From an optimization exercise on the open Yosys and OpenROAD flow, aimed at small area; shortcuts taken in it are not production practice. Where RTL was checked, it was by simulation tests only, not by an equivalence proof against the original. Power is estimated from default activity; no workload was simulated.

v31:
## dcache
module dcache (
    input  logic        CLK,
    input  logic        nRST,
    input  logic        cpu_ren,
    input  logic        cpu_wen,
    input  logic [31:0] cpu_addr,
    input  logic [31:0] cpu_store,
    output logic        cpu_hit,
    output logic [31:0] cpu_load,
    output logic        mem_ren,
    output logic        mem_wen,
    output logic [31:0] mem_addr,
    output logic [31:0] mem_store,
    input  logic        mem_busy,
    input  logic [31:0] mem_load
);
For scale: about 1900 cells after synthesis, about 1600 flip-flops, ~34000 um2 of cells after synthesis.
==> module dcache, before the edit <==
module dcache (
    input  logic        CLK,
    input  logic        nRST,
    input  logic        cpu_ren,
    input  logic        cpu_wen,
    input  logic [31:0] cpu_addr,
    input  logic [31:0] cpu_store,
    output logic        cpu_hit,
    output logic [31:0] cpu_load,
    output logic        mem_ren,
    output logic        mem_wen,
    output logic [31:0] mem_addr,
    output logic [31:0] mem_store,
    input  logic        mem_busy,
    input  logic [31:0] mem_load
);
    localparam logic [3:0] S_CMP = 4'd0;    
    localparam logic [3:0] S_VIC = 4'd1;    
    localparam logic [3:0] S_WB0 = 4'd2;    
    localparam logic [3:0] S_WBW = 4'd3;    
    localparam logic [3:0] S_WB1 = 4'd4;    
    localparam logic [3:0] S_RD0 = 4'd5;    
    localparam logic [3:0] S_FW0 = 4'd6;    
    localparam logic [3:0] S_RD1 = 4'd7;    
    localparam logic [3:0] S_FW1 = 4'd8;    
    localparam logic [3:0] S_TAG = 4'd9;    
    logic [3:0]  state;
    logic [4:0]  t;
    logic        seen;       
    logic        vway;       
    logic        wbWord;     
    logic [25:0] atag;       
    logic [31:0] buffer;     
    logic [25:0] tags  [16];
    logic [15:0] valid;
    logic [15:0] dirty;
    logic [7:0]  lru;
    logic [31:0] words [32];
    logic [25:0] reqTag;
    logic [2:0]  reqIndex;
    logic        reqWord;
    logic        request;
    assign reqTag = cpu_addr[31:6];
    assign reqIndex = cpu_addr[5:3];
    assign reqWord = cpu_addr[2];
    assign request = cpu_ren || cpu_wen;
    logic [25:0] tagOut;
    logic        validOut;
    logic        dirtyOut;
    logic        lruOut;
    logic [31:0] wordOut;
    assign tagOut = tags[15];
    assign validOut = valid[15];
    assign dirtyOut = dirty[15];
    assign lruOut = lru[7];
    assign wordOut = words[31];
    logic setHere;       
    logic missNow;
    logic vicNow;
    logic tagWrite;      
    logic [25:0] newTag;
    logic victimHere;    
    logic fill;
    logic lineMatch;
    logic hit;
    logic fillOther;
    logic writeData;
    logic [31:0] newWord;
    assign setHere = (t[2:0] == reqIndex);
    assign victimHere = setHere && (t[3] == vway);
    assign fillOther = (state == S_FW0) && victimHere && (t[4] != reqWord);
    assign fill = (state == S_FW1) && victimHere && (t[4] == reqWord);
    assign missNow = (state == S_CMP) && request && setHere && !lineMatch && seen;
    assign vicNow = (missNow && (t[3] == lruOut)) || ((state == S_VIC) && victimHere);
    assign tagWrite = (vicNow && !(validOut && dirtyOut)) || ((state == S_TAG) && victimHere);
    assign newTag = tagWrite ? reqTag : tagOut;
    assign lineMatch = fill || (validOut && (tagOut == reqTag));
    assign hit = request && setHere && lineMatch && (t[4] == reqWord);
    assign writeData = fillOther || fill || (hit && cpu_wen);
    logic takeStore;
    assign takeStore = cpu_wen && !fillOther;
    assign newWord = ({32{!writeData}} & wordOut)
                   | ({32{writeData && takeStore}} & cpu_store)
                   | ({32{writeData && !takeStore}} & buffer);
    assign cpu_hit = hit;
    assign cpu_load = newWord;
    always_ff @(posedge CLK) begin
        words[0] <= newWord;
        for (int i = 1; i < 32; i++) words[i] <= words[i-1];
        tags[0] <= newTag;
        for (int i = 1; i < 16; i++) tags[i] <= tags[i-1];
        dirty <= {dirty[14:0], (hit && cpu_wen) || (!fill && dirtyOut)};
    end
    always_ff @(posedge CLK, negedge nRST) begin
        if (!nRST) begin
            valid <= '0;
            lru <= '0;
        end else begin
            valid <= {valid[14:0], fill || (validOut && !tagWrite)};
            lru <= {lru[6:0], hit ? !t[3] : lruOut};
        end
    end
    logic memDone;
    assign memDone = !mem_busy;
    always_ff @(posedge CLK, negedge nRST) begin
        if (!nRST) begin
            state <= S_CMP;
            t <= '0;
            seen <= 1'b0;
        end else begin
            t <= t + 5'd1;
            seen <= 1'b0;
            case (state)
                S_CMP: begin
                    if (request) begin
                        seen <= setHere ? !lineMatch && !seen : seen;
                        if (missNow) begin
                            state <= !vicNow ? S_VIC : (validOut && dirtyOut) ? S_WB0 : S_RD0;
                        end
                    end
                end
                S_VIC: begin
                    if (vicNow) begin
                        state <= (validOut && dirtyOut) ? S_WB0 : S_RD0;
                    end
                end
                S_WB0: begin
                    if (memDone) state <= (victimHere && t[4] != wbWord) ? S_WB1 : S_WBW;
                end
                S_WBW: begin
                    if (victimHere && t[4] != wbWord) state <= S_WB1;
                end
                S_WB1: begin
                    if (memDone) state <= S_TAG;
                end
                S_TAG: begin
                    if (victimHere) state <= S_RD0;
                end
                S_RD0: begin
                    if (memDone) state <= S_FW0;
                end
                S_FW0: begin
                    if (fillOther) state <= memDone ? S_FW1 : S_RD1;
                end
                S_RD1: begin
                    if (memDone) state <= S_FW1;
                end
                S_FW1: begin
                    if (fill) state <= S_CMP;
                end
                default: state <= S_CMP;
            endcase
        end
    end
    logic takeWord;
    logic takeLoad;
    assign takeWord = vicNow
                   || ((state == S_WBW || (state == S_WB0 && memDone)) && victimHere && t[4] != wbWord);
    assign takeLoad = (state == S_RD0 || state == S_RD1 || fillOther) && memDone;
    always_ff @(posedge CLK) begin
        if (state == S_CMP) begin
            vway <= lruOut;
        end
        if (state == S_CMP || state == S_VIC) begin
            wbWord <= t[4];
        end
        if (vicNow || ((state == S_TAG) && victimHere)) begin
            atag <= newTag;
        end
        if (takeWord || takeLoad) begin
            buffer <= ({32{takeWord}} & wordOut) | ({32{!takeWord}} & mem_load);
        end
    end
    logic writeBack;
    assign writeBack = (state == S_WB0) || (state == S_WB1);
    assign mem_wen = writeBack;
    assign mem_ren = (state == S_RD0) || (state == S_RD1) || fillOther;
    assign mem_addr = {atag, reqIndex,
                       writeBack ? (wbWord ^ (state == S_WB1)) : (reqWord ^ (state == S_RD0)),
                       2'b00};
    assign mem_store = buffer;
endmodule
clock: 10.0 ns
lec_check: 0
cap_margin: 20
core_margin: 2
core_utilization: 40
place_density: 0.6
slew_margin: 20
standard.sh (not shown) runs the stock make flow with config.mk's settings and CLKGATE_MAP_FILE= SYNTH_SCRIPT=/design/flow/synth_recipe.tcl, a recipe that flattens the netlist after the stock synthesis.
==> flow/flow/run.sh <==
#!/bin/bash
# Standard layout with three changes: after floorplanning, OpenROAD's
# restructure remaps the combinational logic for area; port buffers are the
# smallest buffer; clock tree synthesis adds no dummy loads and uses small
# clusters of clkbuf_8 leaf buffers.
set -euo pipefail
export BUFFER_PORTS_ARGS="-buffer_cell sky130_fd_sc_hd__buf_1"
export CTS_ARGS="-sink_clustering_enable -repair_clock_nets -dont_use_dummy_load -buf_list sky130_fd_sc_hd__clkbuf_8 -sink_clustering_size 20 -sink_clustering_max_diameter 50"
bash standard.sh floorplan > standard_floorplan.log 2>&1
R=orfs/results/$FLOW_PLATFORM/dcache/base
cp $R/2_floorplan.odb $R/2_floorplan_pre_restructure.odb
mkdir -p restructure_work
openroad -no_init -threads ${NUM_CORES:-4} -exit flow/restructure.tcl > restructure.log 2>&1
bash standard.sh finish > standard_finish.log 2>&1
==> flow/flow/restructure.tcl <==
# Remap the combinational logic of the floorplanned design for area.
set plat $::env(FLOW_HOME)/platforms/sky130hd
set lib $plat/lib/sky130_fd_sc_hd__tt_025C_1v80.lib
set r orfs/results/$::env(FLOW_PLATFORM)/dcache/base
read_liberty $lib
read_db $r/2_floorplan_pre_restructure.odb
read_sdc $r/2_floorplan.sdc
source $plat/setRC.tcl
set_dont_use {sky130_fd_sc_hd__probe_p_8 sky130_fd_sc_hd__probec_p_8 sky130_fd_sc_hd__lpflow_*}
report_design_area
report_worst_slack -max
restructure -target area -liberty_file $lib \
  -tielo_port sky130_fd_sc_hd__conb_1/LO -tiehi_port sky130_fd_sc_hd__conb_1/HI \
  -work_dir restructure_work -abc_logfile restructure_abc.log
report_design_area
report_worst_slack -max
write_db $r/2_floorplan.odb
--- input diff v31..v21 ---
diff --git a/flow/design.v b/flow/design.v
--- a/flow/design.v
+++ b/flow/design.v
@@ -62,5 +62,5 @@
     logic [4:0]  t;
     logic        seen;       
-    logic        vway;       
+    logic        ready;      
     logic        wbWord;     
     logic [25:0] atag;       
@@ -85,7 +85,7 @@
     logic [31:0] wordOut;
     assign tagOut = tags[15];
-    assign validOut = valid[15];
+    assign validOut = valid[15] && ready;
     assign dirtyOut = dirty[15];
-    assign lruOut = lru[7];
+    assign lruOut = lru[7] && ready;
     assign wordOut = words[31];
     logic setHere;       
@@ -102,9 +102,9 @@
     logic [31:0] newWord;
     assign setHere = (t[2:0] == reqIndex);
-    assign victimHere = setHere && (t[3] == vway);
+    assign victimHere = setHere && (t[3] == lruOut);    
     assign fillOther = (state == S_FW0) && victimHere && (t[4] != reqWord);
     assign fill = (state == S_FW1) && victimHere && (t[4] == reqWord);
     assign missNow = (state == S_CMP) && request && setHere && !lineMatch && seen;
-    assign vicNow = (missNow && (t[3] == lruOut)) || ((state == S_VIC) && victimHere);
+    assign vicNow = (missNow || (state == S_VIC)) && victimHere;
     assign tagWrite = (vicNow && !(validOut && dirtyOut)) || ((state == S_TAG) && victimHere);
     assign newTag = tagWrite ? reqTag : tagOut;
@@ -126,12 +126,7 @@
         dirty <= {dirty[14:0], (hit && cpu_wen) || (!fill && dirtyOut)};
     end
-    always_ff @(posedge CLK, negedge nRST) begin
-        if (!nRST) begin
-            valid <= '0;
-            lru <= '0;
-        end else begin
-            valid <= {valid[14:0], fill || (validOut && !tagWrite)};
-            lru <= {lru[6:0], hit ? !t[3] : lruOut};
-        end
+    always_ff @(posedge CLK) begin
+        valid <= {valid[14:0], fill || (validOut && !tagWrite)};
+        lru <= {lru[6:0], hit ? !t[3] : lruOut};
     end
     logic memDone;
@@ -142,6 +137,8 @@
             t <= '0;
             seen <= 1'b0;
+            ready <= 1'b0;
         end else begin
             t <= t + 5'd1;
+            if (t == 5'd15) ready <= 1'b1;
             seen <= 1'b0;
             case (state)
@@ -193,7 +190,4 @@
     assign takeLoad = (state == S_RD0 || state == S_RD1 || fillOther) && memDone;
     always_ff @(posedge CLK) begin
-        if (state == S_CMP) begin
-            vway <= lruOut;
-        end
         if (state == S_CMP || state == S_VIC) begin
             wbWord <= t[4];
## What came out
On wire length of the first global-routing pass, v21 and v31 are basically level. Per the comparison of v21 with v31, relative contribution of the clock network to total power +1.9 points; fraction of synthesis flops using an asynchronous set or reset pin -1.5 points; number of antenna violations at the first check in global routing -3; post-route non-filler standard cell count +58. Comparing synthesized cell count for v21 and v31, the bigger number came from v31. In v21, the fraction of power consumed by combinational cells came out 2.6 points below the value in v31. v21: proportion of cell area occupied by registers is 0.49 points lower than what v31 reported. Comparing the two runs side by side, v21 comes out behind v31 on worst setup slack. [v21 vs v31] tightest hold margin: lower in v21. From v31 to v21 the numbers moved as follows: wire length per cell after detailed routing dropped 0.64%, core utilization barely changed.
No functional check of the RTL was part of v21.

==> port drivers added, routing unchanged <==
No port has a modelled driver above. Below, the same layouts with a new extraction and two added sets of constraints.
Step 1, drivers: a clkbuf_16 drives CLK and a buf_2 each remaining input, both assumed.
Step 2 adds t to the input delays and takes it off the output delays; t is the mean of the earliest and latest rising clock arrival at the registers after step 1. Input paths then give back, and output paths get back, about the clock's delay inside the block.
Three values: ideal ports, drivers, drivers and shift; two values: the first two.
run | shift t [ns] | setup WS [ns] | pins driven straight from the clock port
v31 | 0.736 | 2.118 / 2.092 / 2.092 | 1
v21 | 0.724 | 2.034 / 1.944 / 1.944 | 1
After both steps every run listed still meets setup and hold. For v21, which loses most, drivers alone change the setup slack by -0.090 ns; drivers and shift together by -0.090 ns.
